Source: an optimization exercise on an open RTL-to-GDS flow (aim: small area, a short achievable clock period and few clock cycles per item). Production flows keep margins and buffers that such runs may drop. In this exercise RTL edits were held to simulation tests only and were not proved equivalent to the original.

==> flow/design.v <==
package csu_pkg;
	localparam int SUM_W = 64;
	typedef struct packed {
		logic start;
		logic ack;
	} div_cmd_t;
	function automatic logic [63:0] below_or64(input logic [63:0] x);
		logic [63:0] t;
		t = x;
		for (int d = 1; d < 64; d = d * 2) begin
			for (int i = 63; i >= d; i--) begin
				t[i] = t[i] | t[i-d];
			end
		end
		below_or64 = {t[62:0], 1'b0};
	endfunction
endpackage
module csu_accum #(
	parameter int DATA_WIDTH  = 32,
	parameter int COUNT_WIDTH = 32
) (
	input  logic                   clk,
	input  logic                   arst_n,
	input  logic                   upd,
	input  logic [DATA_WIDTH-1:0]  value,
	input  logic                   take,
	input  logic                   take_val,
	output logic [DATA_WIDTH-1:0]  minimum,
	output logic [DATA_WIDTH-1:0]  maximum,
	output logic [csu_pkg::SUM_W-1:0] total_sum,
	output logic [COUNT_WIDTH-1:0] non_null_count,
	output logic [COUNT_WIDTH-1:0] item_count,
	output logic                   all_null
);
	localparam int SUM_W = csu_pkg::SUM_W;
	logic                   seen_q;
	logic [COUNT_WIDTH-1:0] items_q;
	logic [COUNT_WIDTH-1:0] values_q;
	logic [DATA_WIDTH-1:0]  min_q;
	logic [DATA_WIDTH-1:0]  max_q;
	logic [SUM_W-1:0]       sum_q;
	logic [SUM_W-1:0]       sum_add;
	csu_sum_add #(
		.SUM_W(SUM_W),
		.VAL_W(DATA_WIDTH)
	) u_add (
		.sum  (sum_q),
		.value(value),
		.res  (sum_add)
	);
	always_ff @(posedge clk or negedge arst_n) begin
		if (!arst_n) begin
			seen_q   <= 1'b0;
			items_q  <= '0;
			values_q <= '0;
			min_q    <= '0;
			max_q    <= '0;
			sum_q    <= '0;
		end else if (upd) begin
			items_q  <= items_q + COUNT_WIDTH'(take && !(&items_q));
			values_q <= values_q + COUNT_WIDTH'(take_val && !(&values_q));
			sum_q    <= sum_add;
			seen_q   <= seen_q || take_val;
			if (take_val && (!seen_q || $signed(value) < $signed(min_q))) begin
				min_q <= value;
			end
			if (take_val && (!seen_q || $signed(value) > $signed(max_q))) begin
				max_q <= value;
			end
		end
	end
	assign minimum        = min_q;
	assign maximum        = max_q;
	assign total_sum      = sum_q;
	assign non_null_count = values_q;
	assign item_count     = items_q;
	assign all_null       = !seen_q;
endmodule
module csu_sum_add #(
	parameter int SUM_W = 64,
	parameter int VAL_W = 32
) (
	input  logic [SUM_W-1:0] sum,
	input  logic [VAL_W-1:0] value,
	output logic [SUM_W-1:0] res
);
	localparam int HI_W = SUM_W - VAL_W;
	logic [VAL_W:0]   lo;
	logic             vneg;
	logic [HI_W-1:0]  hi;
	logic [HI_W-1:0]  hi_c0;
	logic [HI_W-1:0]  hi_c1;
	assign lo    = {1'b0, sum[VAL_W-1:0]} + {1'b0, value};
	assign vneg  = value[VAL_W-1];
	assign hi    = sum[SUM_W-1:VAL_W];
	logic [HI_W-1:0]  hi_inc;
	logic [HI_W-1:0]  hi_dec;
	assign hi_inc = hi + 1'b1;
	assign hi_dec = hi - 1'b1;
	assign hi_c0  = ({HI_W{vneg}} & hi_dec) | ({HI_W{!vneg}} & hi);
	assign hi_c1  = ({HI_W{vneg}} & hi) | ({HI_W{!vneg}} & hi_inc);
	assign res    = {({HI_W{lo[VAL_W]}} & hi_c1) | ({HI_W{!lo[VAL_W]}} & hi_c0), lo[VAL_W-1:0]};
endmodule
module csu_div #(
	parameter int COUNT_WIDTH = 32,
	parameter int FRAC_BITS   = 8,
	parameter int MEAN_W      = 40,
	parameter int BEAT_W      = 34
) (
	input  logic                      clk,
	input  logic                      arst_n,
	input  logic                      new_vld,
	input  logic [csu_pkg::SUM_W-1:0] new_sum,
	input  logic [csu_pkg::SUM_W-1:0] new_nsum,
	input  logic [COUNT_WIDTH-1:0]    new_cnt,
	input  logic [BEAT_W-1:0]         new_beat,
	input  logic                      recirc,
	output logic                      out_vld,
	output logic [MEAN_W-1:0]         out_mean,
	output logic [BEAT_W-1:0]         out_beat,
	output logic                      last_vld
);
	localparam int SUM_W = csu_pkg::SUM_W;
	localparam int CW    = COUNT_WIDTH;
	localparam int QW    = MEAN_W;
	localparam int NDIV  = QW / 2;
	localparam int LAST  = NDIV + 1;        
	logic              s0_vld;
	logic [SUM_W-1:0]  s0_sum;
	logic [SUM_W-1:0]  s0_nsum;
	logic [CW-1:0]     s0_cnt;
	logic [BEAT_W-1:0] s0_beat;
	logic [LAST:1]             vld_q;
	logic [LAST:1][CW-1:0]     rem_q;
	logic [LAST:1][QW-1:0]     lo_q;
	logic [LAST:1][CW-1:0]     nc_q;
	logic [LAST:1][CW+1:0]     n3_q;
	logic [LAST:1]             neg_q;
	logic [LAST:1][BEAT_W-1:0] beat_q;
	logic              p_vld;
	logic [QW-1:0]     p_mean;
	logic [QW-1:0]     p_quo;
	logic [BEAT_W-1:0] p_beat;
	always_ff @(posedge clk or negedge arst_n) begin
		if (!arst_n) begin
			s0_vld <= 1'b0;
		end else begin
			s0_vld <= recirc || new_vld;
		end
	end
	always_ff @(posedge clk) begin
		if (recirc) begin
			s0_sum  <= SUM_W'($signed(p_mean));
			s0_nsum <= SUM_W'(p_quo);
			s0_cnt  <= CW'(1) << FRAC_BITS;
			s0_beat <= p_beat;
		end else begin
			s0_sum  <= new_sum;
			s0_nsum <= new_nsum;
			s0_cnt  <= new_cnt;
			s0_beat <= new_beat;
		end
	end
	logic             s0_zero;
	logic             s0_sneg;
	logic [SUM_W-1:0] s0_mag;
	logic [CW-1:0]    s0_nc;
	logic [CW+1:0]    s0_n3;
	assign s0_zero = (s0_cnt == '0);
	assign s0_sneg = s0_sum[SUM_W-1];
	assign s0_mag  = s0_sneg ? s0_nsum : s0_sum;
	assign s0_nc  = ~s0_cnt + CW'(1);
	assign s0_n3  = {2'b11, ~s0_cnt} + {1'b1, ~s0_cnt, 1'b1} + (CW+2)'(2);
	always_ff @(posedge clk or negedge arst_n) begin
		if (!arst_n) begin
			vld_q[1] <= 1'b0;
		end else begin
			vld_q[1] <= s0_vld;
		end
	end
	always_ff @(posedge clk) begin
		rem_q[1]  <= s0_zero ? '0 : s0_mag[SUM_W-1:SUM_W-CW];
		lo_q[1]   <= s0_zero ? '0 : {s0_mag[SUM_W-CW-1:0], FRAC_BITS'(0)};
		nc_q[1]   <= s0_zero ? '1 : s0_nc;
		n3_q[1]   <= s0_zero ? ((CW+2)'(0) - (CW+2)'(3)) : s0_n3;
		neg_q[1]  <= !s0_zero && s0_sneg;
		beat_q[1] <= s0_beat;
	end
	for (genvar i = 2; i <= LAST; i++) begin : g_div
		logic [CW+2:0] x;
		logic [CW+3:0] t1;
		logic [CW+3:0] t2;
		logic [CW+3:0] t3;
		logic          g1;
		logic          g2;
		logic          g3;
		logic [CW-1:0] rem_n;
		logic [QW-1:0] lo_n;
		logic [CW-1:0] nc_n;
		logic [CW+1:0] n3_n;
		assign x  = {1'b0, rem_q[i-1], lo_q[i-1][QW-1:QW-2]};
		assign t1 = {1'b0, x} + {1'b0, 3'b111, nc_q[i-1]};
		assign t2 = {1'b0, x} + {1'b0, 2'b11, nc_q[i-1], 1'b0};
		assign t3 = {1'b0, x} + {1'b0, 1'b1, n3_q[i-1]};
		assign g1 = t1[CW+3];
		assign g2 = t2[CW+3];
		assign g3 = t3[CW+3];
		assign rem_n = g3 ? t3[CW-1:0] : (g2 ? t2[CW-1:0] : (g1 ? t1[CW-1:0] : x[CW-1:0]));
		assign lo_n  = {lo_q[i-1][QW-3:0], g2, g3 || (g1 && !g2)};
		assign nc_n  = nc_q[i-1];
		assign n3_n  = n3_q[i-1];
		always_ff @(posedge clk or negedge arst_n) begin
			if (!arst_n) begin
				vld_q[i] <= 1'b0;
			end else begin
				vld_q[i] <= vld_q[i-1];
			end
		end
		always_ff @(posedge clk) begin
			rem_q[i]  <= rem_n;
			lo_q[i]   <= lo_n;
			nc_q[i]   <= nc_n;
			n3_q[i]   <= n3_n;
			neg_q[i]  <= neg_q[i-1];
			beat_q[i] <= beat_q[i-1];
		end
	end
	logic [QW-1:0] quo;
	logic          qneg;
	logic [QW-1:0] qnz;
	logic [QW-1:0] mean_n;
	assign quo  = lo_q[LAST];
	assign qneg = neg_q[LAST];
	assign qnz = QW'(csu_pkg::below_or64(64'(quo)));
	assign mean_n = quo[QW-1] ? {qneg, {(QW-1){!qneg}}} : (quo ^ (qnz & {QW{qneg}}));
	always_ff @(posedge clk or negedge arst_n) begin
		if (!arst_n) begin
			p_vld <= 1'b0;
		end else begin
			p_vld <= vld_q[LAST];
		end
	end
	always_ff @(posedge clk) begin
		p_mean <= mean_n;
		p_quo  <= quo;
		p_beat <= beat_q[LAST];
	end
	assign out_vld  = p_vld;
	assign out_mean = p_mean;
	assign out_beat = p_beat;
	assign last_vld = vld_q[LAST];
endmodule
module column_running_statistics_unit #(
	parameter int DATA_WIDTH  = 32,
	parameter int COUNT_WIDTH = 32,
	parameter int FRAC_BITS   = 8
) (
	input  logic                clk,
	input  logic                arst_n,
	input  logic                cfg_we,
	input  logic                cfg_wdata,
	input  logic                s_tvalid,
	output logic                s_tready,
	input  logic [((DATA_WIDTH+7)/8)*8-1:0] s_tdata,
	input  logic                s_tuser,
	output logic                m_tvalid,
	input  logic                m_tready,
	output logic [((2*DATA_WIDTH + 64 + (((DATA_WIDTH+FRAC_BITS) > 64) ? 64 :
		(DATA_WIDTH+FRAC_BITS)) + 2*COUNT_WIDTH + 7)/8)*8-1:0] m_tdata,
	output logic                m_tuser
);
	localparam int SUM_W  = csu_pkg::SUM_W;
	localparam int MEAN_W = ((DATA_WIDTH + FRAC_BITS) > 64) ? 64 : (DATA_WIDTH + FRAC_BITS);
	localparam int OUT_W  = 2*DATA_WIDTH + SUM_W + MEAN_W + 2*COUNT_WIDTH;
	localparam int OUT_TW = ((OUT_W + 7) / 8) * 8;
	localparam int BEAT_W = DATA_WIDTH + 2;
	localparam int NST    = MEAN_W / 2 + 3;     
	localparam int ROT_W  = $clog2(NST);
	logic                   frozen_q;
	logic                   accept;
	logic                   ready_q;
	logic                   in_vld_q;
	logic [BEAT_W-1:0]      in_beat_q;
	logic [SUM_W-1:0]       sum_q;
	logic [COUNT_WIDTH-1:0] cnt_q;
	logic [SUM_W-1:0]       sum_n;
	logic [SUM_W-1:0]       nsum_q;
	logic [SUM_W-1:0]       nsum_n;
	logic [COUNT_WIDTH-1:0] cnt_n;
	logic [ROT_W-1:0]       rot_q;
	logic [ROT_W-1:0]       rot_n;
	logic                   q0_vld_q;
	logic                   q0_vld_n;
	logic [MEAN_W-1:0]      q0_mean_q;
	logic [BEAT_W-1:0]      q0_beat_q;
	logic                   q1_vld_q;
	logic                   q1_vld_n;
	logic [MEAN_W-1:0]      q1_mean_q;
	logic [BEAT_W-1:0]      q1_beat_q;
	logic                   q_push;
	logic                   sk_vld_n;
	logic                   m_valid_q;
	logic [MEAN_W-1:0]      mean_q;
	logic                   out_vld;
	logic [MEAN_W-1:0]      out_mean;
	logic [BEAT_W-1:0]      out_beat;
	logic                   last_vld;
	logic                   rotating;
	logic                   recirc;
	logic                   stall;
	logic                   go;
	logic                   in_vld_n;
	logic                   can_out;
	logic                   load;
	assign accept   = s_tvalid && ready_q;
	assign s_tready = ready_q;
	assign rotating = (rot_q != '0);
	assign recirc   = out_vld && (rotating || q1_vld_q);
	assign stall    = rotating || (out_vld && q1_vld_q);
	assign go       = in_vld_q && !stall;
	always_ff @(posedge clk or negedge arst_n) begin
		if (!arst_n) begin
			frozen_q <= 1'b0;
		end else if (cfg_we) begin
			frozen_q <= cfg_wdata;
		end
	end
	assign in_vld_n = accept || (in_vld_q && stall);
	always_ff @(posedge clk or negedge arst_n) begin
		if (!arst_n) begin
			in_vld_q <= 1'b0;
			ready_q  <= 1'b1;
		end else begin
			in_vld_q <= in_vld_n;
			ready_q  <= !(in_vld_n && ((rot_n != '0) || (last_vld && sk_vld_n)));
		end
	end
	logic [DATA_WIDTH:0]    in_nval_q;
	always_ff @(posedge clk) begin
		if (!(in_vld_q && stall)) begin
			in_beat_q <= {!frozen_q && !s_tuser, !frozen_q,
				(!frozen_q && !s_tuser) ? s_tdata[DATA_WIDTH-1:0] : '0};
			in_nval_q <= (!frozen_q && !s_tuser) ?
				((DATA_WIDTH+1)'(0) - {s_tdata[DATA_WIDTH-1], s_tdata[DATA_WIDTH-1:0]}) : '0;
		end
	end
	csu_sum_add #(
		.SUM_W(SUM_W),
		.VAL_W(DATA_WIDTH)
	) u_add (
		.sum  (sum_q),
		.value(in_beat_q[DATA_WIDTH-1:0]),
		.res  (sum_n)
	);
	csu_sum_add #(
		.SUM_W(SUM_W),
		.VAL_W(DATA_WIDTH + 1)
	) u_nadd (
		.sum  (nsum_q),
		.value(in_nval_q),
		.res  (nsum_n)
	);
	assign cnt_n  = cnt_q + COUNT_WIDTH'(in_beat_q[BEAT_W-1] && !(&cnt_q));
	always_ff @(posedge clk or negedge arst_n) begin
		if (!arst_n) begin
			sum_q  <= '0;
			nsum_q <= '0;
			cnt_q  <= '0;
		end else if (go) begin
			sum_q  <= sum_n;
			nsum_q <= nsum_n;
			cnt_q  <= cnt_n;
		end
	end
	csu_div #(
		.COUNT_WIDTH(COUNT_WIDTH),
		.FRAC_BITS  (FRAC_BITS),
		.MEAN_W     (MEAN_W),
		.BEAT_W     (BEAT_W)
	) u_div (
		.clk     (clk),
		.arst_n  (arst_n),
		.new_vld (go),
		.new_sum (sum_n),
		.new_nsum(nsum_n),
		.new_cnt (cnt_n),
		.new_beat(in_beat_q),
		.recirc  (recirc),
		.out_vld (out_vld),
		.out_mean(out_mean),
		.out_beat(out_beat),
		.last_vld(last_vld)
	);
	assign rot_n = (out_vld && q1_vld_q && !rotating) ? ROT_W'(NST - 1) :
		(rotating ? rot_q - 1'b1 : rot_q);
	always_ff @(posedge clk or negedge arst_n) begin
		if (!arst_n) begin
			rot_q <= '0;
		end else begin
			rot_q <= rot_n;
		end
	end
	assign can_out  = !m_valid_q || m_tready;
	assign load     = can_out && q0_vld_q;
	assign q_push   = out_vld && !recirc;
	assign q0_vld_n = (q0_vld_q && !can_out) || q1_vld_q || q_push;
	assign q1_vld_n = q0_vld_n && (q1_vld_q ? !can_out : (q_push && q0_vld_q && !can_out));
	assign sk_vld_n = q1_vld_n;
	always_ff @(posedge clk or negedge arst_n) begin
		if (!arst_n) begin
			q0_vld_q  <= 1'b0;
			q1_vld_q  <= 1'b0;
			m_valid_q <= 1'b0;
		end else begin
			q0_vld_q  <= q0_vld_n;
			q1_vld_q  <= q1_vld_n;
			m_valid_q <= load || !can_out;
		end
	end
	always_ff @(posedge clk) begin
		if (!q0_vld_q || can_out) begin
			q0_mean_q <= q1_vld_q ? q1_mean_q : out_mean;
			q0_beat_q <= q1_vld_q ? q1_beat_q : out_beat;
		end
		if (!q1_vld_q) begin
			q1_mean_q <= out_mean;
			q1_beat_q <= out_beat;
		end
		if (load) begin
			mean_q <= q0_mean_q;
		end
	end
	logic [DATA_WIDTH-1:0]  minimum;
	logic [DATA_WIDTH-1:0]  maximum;
	logic [SUM_W-1:0]       total_sum;
	logic [COUNT_WIDTH-1:0] non_null_count;
	logic [COUNT_WIDTH-1:0] item_count;
	logic                   all_null;
	csu_accum #(
		.DATA_WIDTH (DATA_WIDTH),
		.COUNT_WIDTH(COUNT_WIDTH)
	) u_accum (
		.clk           (clk),
		.arst_n        (arst_n),
		.upd           (load),
		.value         (q0_beat_q[DATA_WIDTH-1:0]),
		.take          (q0_beat_q[DATA_WIDTH]),
		.take_val      (q0_beat_q[DATA_WIDTH+1]),
		.minimum       (minimum),
		.maximum       (maximum),
		.total_sum     (total_sum),
		.non_null_count(non_null_count),
		.item_count    (item_count),
		.all_null      (all_null)
	);
	assign m_tvalid = m_valid_q;
	assign m_tdata  = OUT_TW'({item_count, non_null_count, mean_q, total_sum, maximum, minimum});
	assign m_tuser  = all_null;
endmodule
==> flow/flow/run.sh <==
#!/bin/bash
# The standard layout (the standard.sh, with its standard synthesis), with two
# changes to how the layout is made: the input and output ports get a plain
# buffer (buf_4) instead of the clock delay buffer that buffer_ports picks by
# itself, and timing repair may change a cell's footprint when it resizes it.
set -euo pipefail
bash standard.sh \
	BUFFER_PORTS_ARGS="-buffer_cell sky130_fd_sc_hd__buf_4" \
	MATCH_CELL_FOOTPRINT=0 \
	finish > standard_flow.log 2>&1
==> flow/standard.sh <==
#!/bin/bash
# synth_recipe.tcl (not shown) runs the flow's synth.tcl, then flattens the netlist and writes it again
# the make line also repeats each setting of config.mk as NAME=value (left out here)
make -C /OpenROAD-flow-scripts/flow DESIGN_CONFIG=/design/flow/config.mk WORK_HOME=/design/flow/orfs CLKGATE_MAP_FILE= SYNTH_SCRIPT=/design/flow/synth_recipe.tcl "${@:-finish}"
==> flow/config.mk <==
export PLATFORM = sky130hd
export DESIGN_NAME = column_running_statistics_unit
export DESIGN_NICKNAME = column_running_statistics_unit
export VERILOG_FILES = /design/flow/design.v
export SDC_FILE = /design/flow/constraint.sdc
export NUM_CORES = 4
export LEC_CHECK = 0
export CAP_MARGIN = 20
export CORE_MARGIN = 2
export CORE_UTILIZATION = 40
export SETUP_SLACK_MARGIN = 3.5
export SLEW_MARGIN = 20
==> flow/constraint.sdc <==
create_clock -name core_clock -period 7.0 [get_ports {clk}]
set_input_delay 1.4000 -clock core_clock [delete_from_list [all_inputs] [get_ports {clk}]]
set_output_delay 1.4000 -clock core_clock [all_outputs]
set_load 0.01 [all_outputs]
==> results of run 1 <==
==> layout make-up <==
cell class / instances / share of cell area (%)
Multi-Input combinational cell: 17345 / 50.1
Sequential cell: 4314 / 33.6
Timing Repair Buffer: 1500 / 6.13
Clock buffer: 604 / 4.77
Tap cell: 7181 / 3.33
Clock inverter: 226 / 1.08
Inverter: 606 / 0.879
Antenna cell: 49 / 0.0455
Timing Repair inverter: 4 / 0.0135
==> state kept, by name (all words and copies together), names as in the netlist, 34 cells and up, named ones only <==
register,cells
u_div.n3_q,669
q0_beat_q,34
u_div.s0_sum,64
u_div.beat_q,714
q0_mean_q,40
u_div.lo_q,692
u_div.p_mean,40
sum_q,64
nsum_q,64
q1_mean_q,40
u_div.nc_q,629
u_div.s0_nsum,64
q1_beat_q,34
u_div.p_beat,34
u_div.p_quo,40
mean_q,40
u_div.rem_q,640
u_div.s0_beat,34
==> layout by cell type, fill, tap and decap left out, drive strengths merged, types with 236 or more instances in the layout <==
master,Yosys,final
dfrtp,386,386
a21oi,1938,1941
mux2i,236,236
clkbuf,536,725
xor2,781,781
nand2,1933,1935
ha,2160,2160
dfxtp,3747,3747
o21ai,1523,1523
o211ai,280,280
buf,62,1379
xnor2,1077,1077
nor3,333,333
o21bai,236,236
inv,599,636
nand3,390,390
nor2b,258,258
nor2,1597,1597
a211oi,419,420
a21o,1002,1004
o21a,271,276
nand2b,309,309
==> stage by stage <==
| step | hold WS [ns] | utilization [%] |
|---|---|---|
| after global routing | 0.293 | 50.2 |
| after global placement | 0.310 | 42.1 |
| after floorplan | 0.310 | - |
| final | 0.289 | 50.2 |
| after detailed placement | 0.312 | 42.1 |
| after CTS | 0.290 | 48.0 |
==> synthesized netlist by cell type (137+ instances only) <==
cell | n | area share (%)
o21a_1 | 271 | 0.94
dfxtp_1 | 3747 | 35
nor2_1 | 1596 | 2.8
a21oi_1 | 1938 | 4.5
nand4_1 | 195 | 0.57
and2_1 | 139 | 0.40
mux2_2 | 210 | 1.1
nor2b_1 | 258 | 0.75
inv_1 | 596 | 1.0
xor2_1 | 781 | 3.2
nand2b_1 | 309 | 0.90
and3_1 | 213 | 0.62
mux2i_1 | 236 | 1.1
edfxtp_1 | 180 | 2.5
xnor2_1 | 1077 | 4.4
o211ai_1 | 279 | 0.97
a211oi_1 | 419 | 1.5
a31oi_1 | 199 | 0.58
dfrtp_1 | 386 | 4.5
o21ai_0 | 1506 | 3.5
ha_1 | 2160 | 13
a21o_1 | 1000 | 3.5
nand3_1 | 389 | 0.90
o21bai_1 | 236 | 0.82
o31ai_1 | 137 | 0.48
nand2_1 | 1932 | 3.4
clkbuf_1 | 536 | 0.93
nor3_1 | 329 | 0.76
==> critical path, cell delays in order, from the launching register on <==
cell and delay, ns:
dfrtp_1 0.43, ha_4 0.28, a21oi_1 0.14, o21ai_0 0.10
a21o_1 0.18, a21o_1 0.18, a221o_1 0.34, a221oi_2 0.32
nor2_2 0.08, o41a_4 0.62, nor2_4 0.21, buf_12 0.12
ha_4 0.17, nand2_8 0.09, or4_1 0.54, a21oi_2 0.13
a221o_1 0.11
==> worst max-delay path by stage <==
stage	from	endpoint	slack (ns)	cells past startpoint
detailed placement	q0_beat_q[0]	flip-flop	1.94	16
finish	u_accum.sum_q[17]	flip-flop	2.78	16
global route	q0_beat_q[0]	flip-flop	2.69	17
global placement	q0_beat_q[0]	flip-flop	1.97	16
CTS	q0_beat_q[0]	flip-flop	2.68	17
floorplan	q0_beat_q[0]	flip-flop	3.33	17
==> layer usage <==
layer	vias to the layer above	global-route usage [%]	share of wire (%)
li1	85710	-	-
met1	85390	30.8	42
met2	5272	40.6	46
met3	1573	3.29	5.7
met4	18	11.9	6.2
met5	-	0	0.016
==> logic make-up after synthesis <==
logic type	count (synthesis)	synth area share, %
AOI/OAI and AO/OA	6912	20.5
muxes	446	2.19
DFF	4314	41.8
and+or+nand+nor	5876	12.8
adders and majority gates	2220	13.1
xor gates and xnor gates	1858	7.55
buffers and inverters	1204	2.12
==> what timing repair did <==
item | in CTS | in global routing
gates resized for setup | 2236 | 1631
setup endpoints to repair | 985 | 958
buffers inserted | 541 | 388
pin swaps | 722 | 802
cloned | 126 | 76
==> qor.yml, run 1 <==
worst_setup_path:
  critical_path_class: "reg -> reg"
  reg2reg_depth: 16
  worstPathMaxFanout: 4
  crit_required_ns: 7.94
  r2r_start: "u_accum.sum_q[17]"
  r2r_slack_ns: 2.78
  end_kind: "flip-flop"
  critPathArrivalTime_ns: 5.15
  startpoint_type: "flip-flop"
synth:
  synth_fp_nets: 25089
  async_flop_share_pct: 8.97
  ys_seq_area_share_pct: 41.8
  synth_cells: 22830
  syn_area_um2: 215000
  synth_warnings: 3
  yosys_register_bits: 4314
  synth_cell_types: 106
  synth_flop_cell: "dfxtp_1"
  synth_edf_count: 180
  syn_area_per_cell_um2: 9.44
cells_and_area:
  regArea_um2: 90600
  areaGrowthSynthToFinish_pct: 25.1
  drive_gt1_share_pct: 19.7
  design_area_um2: 270000
  fin_nets: 26473
  layout.cells.non_filler: 31829
  multi_input_area_um2: 135000
  fillers: 48558
floorplan:
  die_w_um: 738
  fp.dieH_um: 738
  dieArea_um2: 544000
  ioPinCount: 274
  placeableCoreArea_um2: 536000
  start_util_pct: 40.2
  rows: 269
timing:
  fin_worst_skew_ns: 0.105
  rsz0062_at_grt: "true"
  finalSetupTns_ns: 0
  post-route-min-period_ns: 4.22
  maxSlewViolCount: 0
  fmax_mhz: 237
  slew_headroom_pct: 6.15
  timing_hold_violations_final: 0
  setup_viol: 0
  period_share_pct: 60.2
  worst_slew_pin_slew_ns: 1.39
  setup_ws_ns: 2.78
clocking:
  clockRootBuffer: "clkbuf_16"
  clock_path_buffers: 4
  cts_tree: "done"
  clk_pin_slew_worst_paths_ns: 0.07
  cts_htree_levels: 5
  numCtsBuffers: 443
  clk_latency_ns: 1.07
  clock-sinks: 4314
  cts-hold-fix-buffers: 0
placement:
  gp_congestion: 0.948
  port-buffer-count: 273
  postPlaceCellArea_um2: 226000
  hpwl_um: 500000
  place_inst: 29819
  pre_cts_slack_ns: 1.94
hold_path:
  hold_path_depth: 0
  min_from: "u_div.lo_q[416]"
  worstHoldEndpoint: "u_div.lo_q[458]"
  hold_path.class: "reg -> reg"
routing:
  vias_per_cell: 5.59
  wirelength_um: 714000
  dr_total_vias: 177963
  routedWlPerCell_um: 22.4
  drtIter0Drc: 13095
  ant_nets: 0
  first_pass_iters: 6
  drcViolationCount: 0
outcome:
  status: "complete, no violations"
global_route:
  grtUsageTotal_pct: 24.3
  antenna_found_initial: 50
  grt_pass1_vias: 169572
  gr-total-overflow: 0
  grt_pass1_wl_um: 1040000
  grt_start_max_net_pins: 130
flow_run:
  cap_violations: 0
Testbench counts, summed over its fixed seeds: cycles 3,408, items 3,200.
==> run 2: changes to the inputs <==
--- a/flow/design.v
+++ b/flow/design.v
@@ -113,3 +113,2 @@
 	input  logic [csu_pkg::SUM_W-1:0] new_sum,
-	input  logic [csu_pkg::SUM_W-1:0] new_nsum,
 	input  logic [COUNT_WIDTH-1:0]    new_cnt,
@@ -125,3 +124,3 @@
 	localparam int QW    = MEAN_W;
-	localparam int NDIV  = QW / 2;
+	localparam int NDIV  = QW;
 	localparam int LAST  = NDIV + 1;        
@@ -129,3 +128,2 @@
 	logic [SUM_W-1:0]  s0_sum;
-	logic [SUM_W-1:0]  s0_nsum;
 	logic [CW-1:0]     s0_cnt;
@@ -133,6 +131,5 @@
 	logic [LAST:1]             vld_q;
-	logic [LAST:1][CW-1:0]     rem_q;
+	logic [LAST:1][CW:0]       rem_q;
 	logic [LAST:1][QW-1:0]     lo_q;
-	logic [LAST:1][CW-1:0]     nc_q;
-	logic [LAST:1][CW+1:0]     n3_q;
+	logic [LAST:1][CW-1:0]     c_q;
 	logic [LAST:1]             neg_q;
@@ -141,3 +138,2 @@
 	logic [QW-1:0]     p_mean;
-	logic [QW-1:0]     p_quo;
 	logic [BEAT_W-1:0] p_beat;
@@ -153,3 +149,2 @@
 			s0_sum  <= SUM_W'($signed(p_mean));
-			s0_nsum <= SUM_W'(p_quo);
 			s0_cnt  <= CW'(1) << FRAC_BITS;
@@ -158,3 +153,2 @@
 			s0_sum  <= new_sum;
-			s0_nsum <= new_nsum;
 			s0_cnt  <= new_cnt;
@@ -165,10 +159,8 @@
 	logic             s0_sneg;
+	logic [SUM_W-1:0] s0_nz;
 	logic [SUM_W-1:0] s0_mag;
-	logic [CW-1:0]    s0_nc;
-	logic [CW+1:0]    s0_n3;
 	assign s0_zero = (s0_cnt == '0);
 	assign s0_sneg = s0_sum[SUM_W-1];
-	assign s0_mag  = s0_sneg ? s0_nsum : s0_sum;
-	assign s0_nc  = ~s0_cnt + CW'(1);
-	assign s0_n3  = {2'b11, ~s0_cnt} + {1'b1, ~s0_cnt, 1'b1} + (CW+2)'(2);
+	assign s0_nz = csu_pkg::below_or64(s0_sum);
+	assign s0_mag = s0_sum ^ (s0_nz & {SUM_W{s0_sneg}});
 	always_ff @(posedge clk or negedge arst_n) begin
@@ -181,6 +173,5 @@
 	always_ff @(posedge clk) begin
-		rem_q[1]  <= s0_zero ? '0 : s0_mag[SUM_W-1:SUM_W-CW];
+		rem_q[1]  <= s0_zero ? '0 : {1'b0, s0_mag[SUM_W-1:SUM_W-CW]};
 		lo_q[1]   <= s0_zero ? '0 : {s0_mag[SUM_W-CW-1:0], FRAC_BITS'(0)};
-		nc_q[1]   <= s0_zero ? '1 : s0_nc;
-		n3_q[1]   <= s0_zero ? ((CW+2)'(0) - (CW+2)'(3)) : s0_n3;
+		c_q[1]    <= s0_zero ? CW'(1) : s0_cnt;
 		neg_q[1]  <= !s0_zero && s0_sneg;
@@ -189,24 +180,16 @@
 	for (genvar i = 2; i <= LAST; i++) begin : g_div
-		logic [CW+2:0] x;
-		logic [CW+3:0] t1;
-		logic [CW+3:0] t2;
-		logic [CW+3:0] t3;
-		logic          g1;
-		logic          g2;
-		logic          g3;
-		logic [CW-1:0] rem_n;
+		logic          rneg;
+		logic [CW+1:0] x;
+		logic [CW+1:0] t1;
+		logic          q1;
+		logic [CW:0]   rem_n;
 		logic [QW-1:0] lo_n;
-		logic [CW-1:0] nc_n;
-		logic [CW+1:0] n3_n;
-		assign x  = {1'b0, rem_q[i-1], lo_q[i-1][QW-1:QW-2]};
-		assign t1 = {1'b0, x} + {1'b0, 3'b111, nc_q[i-1]};
-		assign t2 = {1'b0, x} + {1'b0, 2'b11, nc_q[i-1], 1'b0};
-		assign t3 = {1'b0, x} + {1'b0, 1'b1, n3_q[i-1]};
-		assign g1 = t1[CW+3];
-		assign g2 = t2[CW+3];
-		assign g3 = t3[CW+3];
-		assign rem_n = g3 ? t3[CW-1:0] : (g2 ? t2[CW-1:0] : (g1 ? t1[CW-1:0] : x[CW-1:0]));
-		assign lo_n  = {lo_q[i-1][QW-3:0], g2, g3 || (g1 && !g2)};
-		assign nc_n  = nc_q[i-1];
-		assign n3_n  = n3_q[i-1];
+		logic [CW-1:0] c_n;
+		assign rneg = rem_q[i-1][CW];
+		assign x    = {rem_q[i-1], lo_q[i-1][QW-1]};
+		assign t1   = x + ({2'b00, c_q[i-1]} ^ {(CW+2){!rneg}}) + (CW+2)'(!rneg);
+		assign q1   = !t1[CW+1];
+		assign rem_n = t1[CW:0];
+		assign lo_n  = {lo_q[i-1][QW-2:0], q1};
+		assign c_n   = c_q[i-1];
 		always_ff @(posedge clk or negedge arst_n) begin
@@ -221,4 +204,3 @@
 			lo_q[i]   <= lo_n;
-			nc_q[i]   <= nc_n;
-			n3_q[i]   <= n3_n;
+			c_q[i]    <= c_n;
 			neg_q[i]  <= neg_q[i-1];
@@ -244,3 +226,2 @@
 		p_mean <= mean_n;
-		p_quo  <= quo;
 		p_beat <= beat_q[LAST];
@@ -276,3 +257,3 @@
 	localparam int BEAT_W = DATA_WIDTH + 2;
-	localparam int NST    = MEAN_W / 2 + 3;     
+	localparam int NST    = MEAN_W + 3;     
 	localparam int ROT_W  = $clog2(NST);
@@ -286,4 +267,2 @@
 	logic [SUM_W-1:0]       sum_n;
-	logic [SUM_W-1:0]       nsum_q;
-	logic [SUM_W-1:0]       nsum_n;
 	logic [COUNT_WIDTH-1:0] cnt_n;
@@ -337,3 +316,2 @@
 	end
-	logic [DATA_WIDTH:0]    in_nval_q;
 	always_ff @(posedge clk) begin
@@ -342,4 +320,2 @@
 				(!frozen_q && !s_tuser) ? s_tdata[DATA_WIDTH-1:0] : '0};
-			in_nval_q <= (!frozen_q && !s_tuser) ?
-				((DATA_WIDTH+1)'(0) - {s_tdata[DATA_WIDTH-1], s_tdata[DATA_WIDTH-1:0]}) : '0;
 		end
@@ -354,10 +330,2 @@
 	);
-	csu_sum_add #(
-		.SUM_W(SUM_W),
-		.VAL_W(DATA_WIDTH + 1)
-	) u_nadd (
-		.sum  (nsum_q),
-		.value(in_nval_q),
-		.res  (nsum_n)
-	);
 	assign cnt_n  = cnt_q + COUNT_WIDTH'(in_beat_q[BEAT_W-1] && !(&cnt_q));
@@ -365,9 +333,7 @@
 		if (!arst_n) begin
-			sum_q  <= '0;
-			nsum_q <= '0;
-			cnt_q  <= '0;
+			sum_q <= '0;
+			cnt_q <= '0;
 		end else if (go) begin
-			sum_q  <= sum_n;
-			nsum_q <= nsum_n;
-			cnt_q  <= cnt_n;
+			sum_q <= sum_n;
+			cnt_q <= cnt_n;
 		end
@@ -384,3 +350,2 @@
 		.new_sum (sum_n),
-		.new_nsum(nsum_n),
 		.new_cnt (cnt_n),
==> flow/run.sh (new file) <==
#!/bin/bash
# synth_recipe.tcl (not shown) runs the flow's synth.tcl, then flattens the netlist and writes it again
# the make line also repeats each setting of config.mk as NAME=value (left out here)
make -C /OpenROAD-flow-scripts/flow DESIGN_CONFIG=/design/flow/config.mk WORK_HOME=/design/flow/orfs CLKGATE_MAP_FILE= SYNTH_SCRIPT=/design/flow/synth_recipe.tcl finish
--- a/flow/config.mk
+++ b/flow/config.mk
@@ -10,3 +10,3 @@
 export CORE_UTILIZATION = 40
-export SETUP_SLACK_MARGIN = 3.5
+export SETUP_SLACK_MARGIN = 3.0
 export SLEW_MARGIN = 20
removed: flow/flow/run.sh
removed: flow/standard.sh
==> qor.yml, run 2 <==
global_route:
  grt_start_max_net_pins: 158  # was 130
  gr-total-overflow: 0  # unchanged
  grtUsageTotal_pct: 15.1  # was 24.3%
  grt_pass1_wl_um: 669000  # was 1,040,000 um
  grt_pass1_vias: 124996  # was 169,572
  antenna_found_initial: 32  # was 50
synth:
  yosys_register_bits: 6152  # was 4,314
  syn_area_per_cell_um2: 11.5  # was 9.44 um2
  synth_top_area_share_pct: 52.9  # was 34.8%
  synth_cell_types: 89  # was 106
  async_flop_share_pct: 5.59  # was 8.97%
  syn_area_um2: 214000  # was 215,000 um2
  ys_seq_area_share_pct: 59.0  # was 41.8%
  synth_common_cells: "5,660 x dfxtp_1, 2,084 x xnor2_1, 1,427 x ha_1"  # was 3,747 x dfxtp_1, 2,160 x ha_1, 1,938 x a21oi_1
  synth_cells: 18565  # was 22,830
  synth_fp_nets: 20072  # was 25,089
  synth_flop_cell: "dfxtp_1"  # unchanged
  yosysMostFrequentCell: "dfxtp_1"  # unchanged
  synth_edf_count: 148  # was 180
  yosysTopAreaCell: "dfxtp_1"  # unchanged
  synth_warnings: 3  # unchanged
  synthTopCellsByArea: "dfxtp_1 53%, xnor2_1 8.5%, ha_1 8.3%"  # was dfxtp_1 35%, ha_1 13%, a21oi_1 4.5%
worst_setup_path:
  startpoint_type: "flip-flop"  # unchanged
  cp_slowest_cell: "or4_1"  # was o41a_4
  critical_path_class: "reg -> reg"  # unchanged
  worst-path-buf-inv: 0  # was 1
  crit_family: "simple AND/OR/NAND/NOR gates"  # was compound AO/OA/AOI/OAI gates
  critPathArrivalTime_ns: 4.85  # was 5.15 ns
  end_kind: "flip-flop"  # unchanged
  cp_slowest_stage_delay_ns: 0.59  # was 0.62 ns
  worstPathMaxFanout: 5  # was 4
  crit_required_ns: 7.94  # about the same
  worstPathCellList: "or4_1 -> nor4b_4 -> nand4bb_1 -> or4_4 -> or3_4 -> nor4b_4 -> nand2b_1 -> or4_4 -> nor3_1 -> a21oi_1 -> o21a_1"  # was ha_4 -> a21oi_1 -> o21ai_0 -> a21o_1 -> a21o_1 -> a221o_1 -> a221oi_2 -> nor2_2 -> o41a_4 -> nor2_4 -> buf_12 -> ha_4 -> nand2_8 -> or4_1 -> a21oi_2 -> a221o_1
outcome:
  so_faults: "antenna rules"
  status: "finished with violations"  # was complete, no violations
placement:
  gp_congestion: 0.858  # was 0.948
  place_inst: 25569  # was 29,819
  port-buffer-count: 273  # unchanged
  hpwl_um: 308000  # was 500,000 um
  pre_cts_slack_ns: 1.52  # was 1.94 ns
clocking:
  clk_pin_slew_worst_paths_ns: 0.06  # was 0.07 ns
  clockRootBuffer: "clkbuf_16"  # unchanged
  clock_path_buffers: 4  # unchanged
  cts_tree: "done"  # unchanged
  numCtsBuffers: 604  # was 443
  clock-sinks: 6152  # was 4,314
  clk_latency_ns: 1.05  # was 1.07 ns
  cts_htree_levels: 6  # was 5
cells_and_area:
  areaGrowthSynthToFinish_pct: 15.8  # was 25.1%
  regMostFlops: "u_div.beat_q"  # unchanged
  largest_reg_flops: 1394  # was 714
  fin_nets: 20792  # was 26,473
  top_regs: "u_div.beat_q x1394, u_div.lo_q x1348, u_div.rem_q x1319"  # was u_div.beat_q x714, u_div.lo_q x692, u_div.n3_q x669
  utilization_pct: 46.6  # was 50.2%
  final_cell_mix: "5,616 x dfxtp_1, 2,081 x xnor2_1, 1,426 x ha_1"  # was 3,510 x dfxtp_1, 1,960 x ha_1, 1,843 x nand2_1
  layout_commonest_cell: "dfxtp_1"  # unchanged
  drive_gt1_share_pct: 8.15  # was 19.7%
  layout.cells.non_filler: 26821  # was 31,829
  fillers: 48632  # was 48,558
routing:
  first_pass_iters: 6  # unchanged
  drcViolationCount: 0  # unchanged
  wirelength_um: 423000  # was 714,000 um
  dr_total_vias: 127661  # was 177,963
  drtIter0Drc: 6486  # was 13,095
  ant_nets: 1  # was 0
  vias_per_cell: 4.76  # was 5.59
  routedWlPerCell_um: 15.8  # was 22.4 um
timing:
  rsz0062_at_grt: "true"  # unchanged
  setup_viol: 0  # unchanged
  period_share_pct: 55.8  # was 60.2%
  setup_ws_ns: 3.10  # was 2.78 ns
  slew_headroom_pct: 27.6  # was 6.15%
  finalSetupTns_ns: 0  # unchanged
  fin_worst_skew_ns: 0.0637  # was 0.105 ns
  fmax_mhz: 256  # was 237 MHz
  post-route-min-period_ns: 3.90  # was 4.22 ns
  whs_ns: 0.290  # was 0.289 ns
  timing_hold_violations_final: 0  # unchanged
  worst_slew_pin_slew_ns: 1.09  # was 1.39 ns
  maxSlewViolCount: 0  # unchanged
flow_run:
  cap_violations: 0  # unchanged
floorplan:
  rows: 268  # was 269
  start_util_pct: 40.2  # about the same
  die_w_um: 736  # was 738 um
  fp.dieH_um: 736  # was 738 um
  placeableCoreArea_um2: 533000  # was 536,000 um2
  ioPinCount: 274  # unchanged
  dieArea_um2: 542000  # was 544,000 um2
hold_path:
  hold_path.class: "reg -> reg"  # unchanged
## run 2: worst paths after layout
path	slack, ns	cells past startpoint	start	end
hold / removal	0.29	0	u_div.lo_q[643]	u_div.lo_q[684]
min in group asynchronous	0.37	1	arst_n	u_div.vld_q[3]
setup / recovery	3.10	11	u_div.lo_q[1604]	u_div.p_mean[38]
setup reg to reg	3.10	11	u_div.lo_q[1604]	u_div.p_mean[38]
hold reg to reg	0.29	0	u_div.lo_q[643]	u_div.lo_q[684]
max in group asynchronous	5.04	2	arst_n	async pin
## run 2: per-layer routing
layer,routed length [um],global-route usage [%],up-vias
met5,0,0,-
met4,12800,4.83,0
met3,14300,2.03,761
met2,199000,25.8,1740
met1,197000,19.7,59878
li1,-,-,65282
## run 2: logic make-up (layout without fill, tap and decap cells)
kind of cell               count (synthesis)  after routing  synth area share, %
AOI/OAI and AO/OA                       3755           3755                 11.2
xor gates and xnor gates                2629           2629                 10.7
adders and majority gates               1469           1469                 8.72
buffers and inverters                    926           2138                 1.63
DFF                                     6152           6152                 59.0
muxes                                    160            160                0.833
other                                      0             24                    0
and+or+nand+nor                         3474           3474                 7.88
## run 2: metrics by stage
step,cell area [um2]
finish,248000
floorplan,214000
global placement,225000
global route,248000
CTS,247000
detailed placement,225000
## run 2: cell type report
type	count	area, um2	share of cell area (%)
diodes	24	60.1	0.0242
clock buffers	862	17600	7.09
clock inverters	236	3280	1.32
inverters	567	2140	0.862
multi-input cells	11487	85400	34.4
flip-flops and latches	6152	126000	51.0
well taps	7020	8780	3.54
repair buffers	473	4500	1.81
## run 2: repair_timing
action | 4_1_cts | 5_1_grt
resized for setup | 99 | 180
buffers inserted | 22 | 108
setup endpoints to repair | 145 | 266
pin swaps | 21 | 43
hold buffers | 0 | 0
endpoints found under the hold margin | 0 | 0
Testbench counts of run 2, summed over its fixed seeds: cycles 3,568, items 3,200.

==> separate check: timing with driven ports <==
In the flow no input, the clock included, has a driving cell. The finished layouts below were timed again as built, in two steps.
Step 1 (the two cells are an assumption about what drives the block):
set clk [get_ports {clk}]
set_driving_cell -lib_cell sky130_fd_sc_hd__clkbuf_16 $clk
set_driving_cell -lib_cell sky130_fd_sc_hd__buf_2 [delete_from_list [all_inputs] $clk]
Step 2, shift: input delay + t, output delay - t, t = (earliest + latest rising clock arrival at the registers) / 2. This alone moves slack from input paths to output paths.
Three values: no drivers, after step 1, after step 2; two values: the first two.
| run | t, ns | slack for setup (ns) | clock arrival spread, ns |
|---|---|---|---|
| run 1 | 1.147 | 2.785 / 2.785 / 2.469 | 0.130 / 0.130 |
| run 2 | 1.147 | 3.097 / 3.097 / 2.259 | 0.086 / 0.087 |
The setup slack of run 2, which loses most, moves by 0.000 ns with the drivers and by -0.838 ns with both steps.
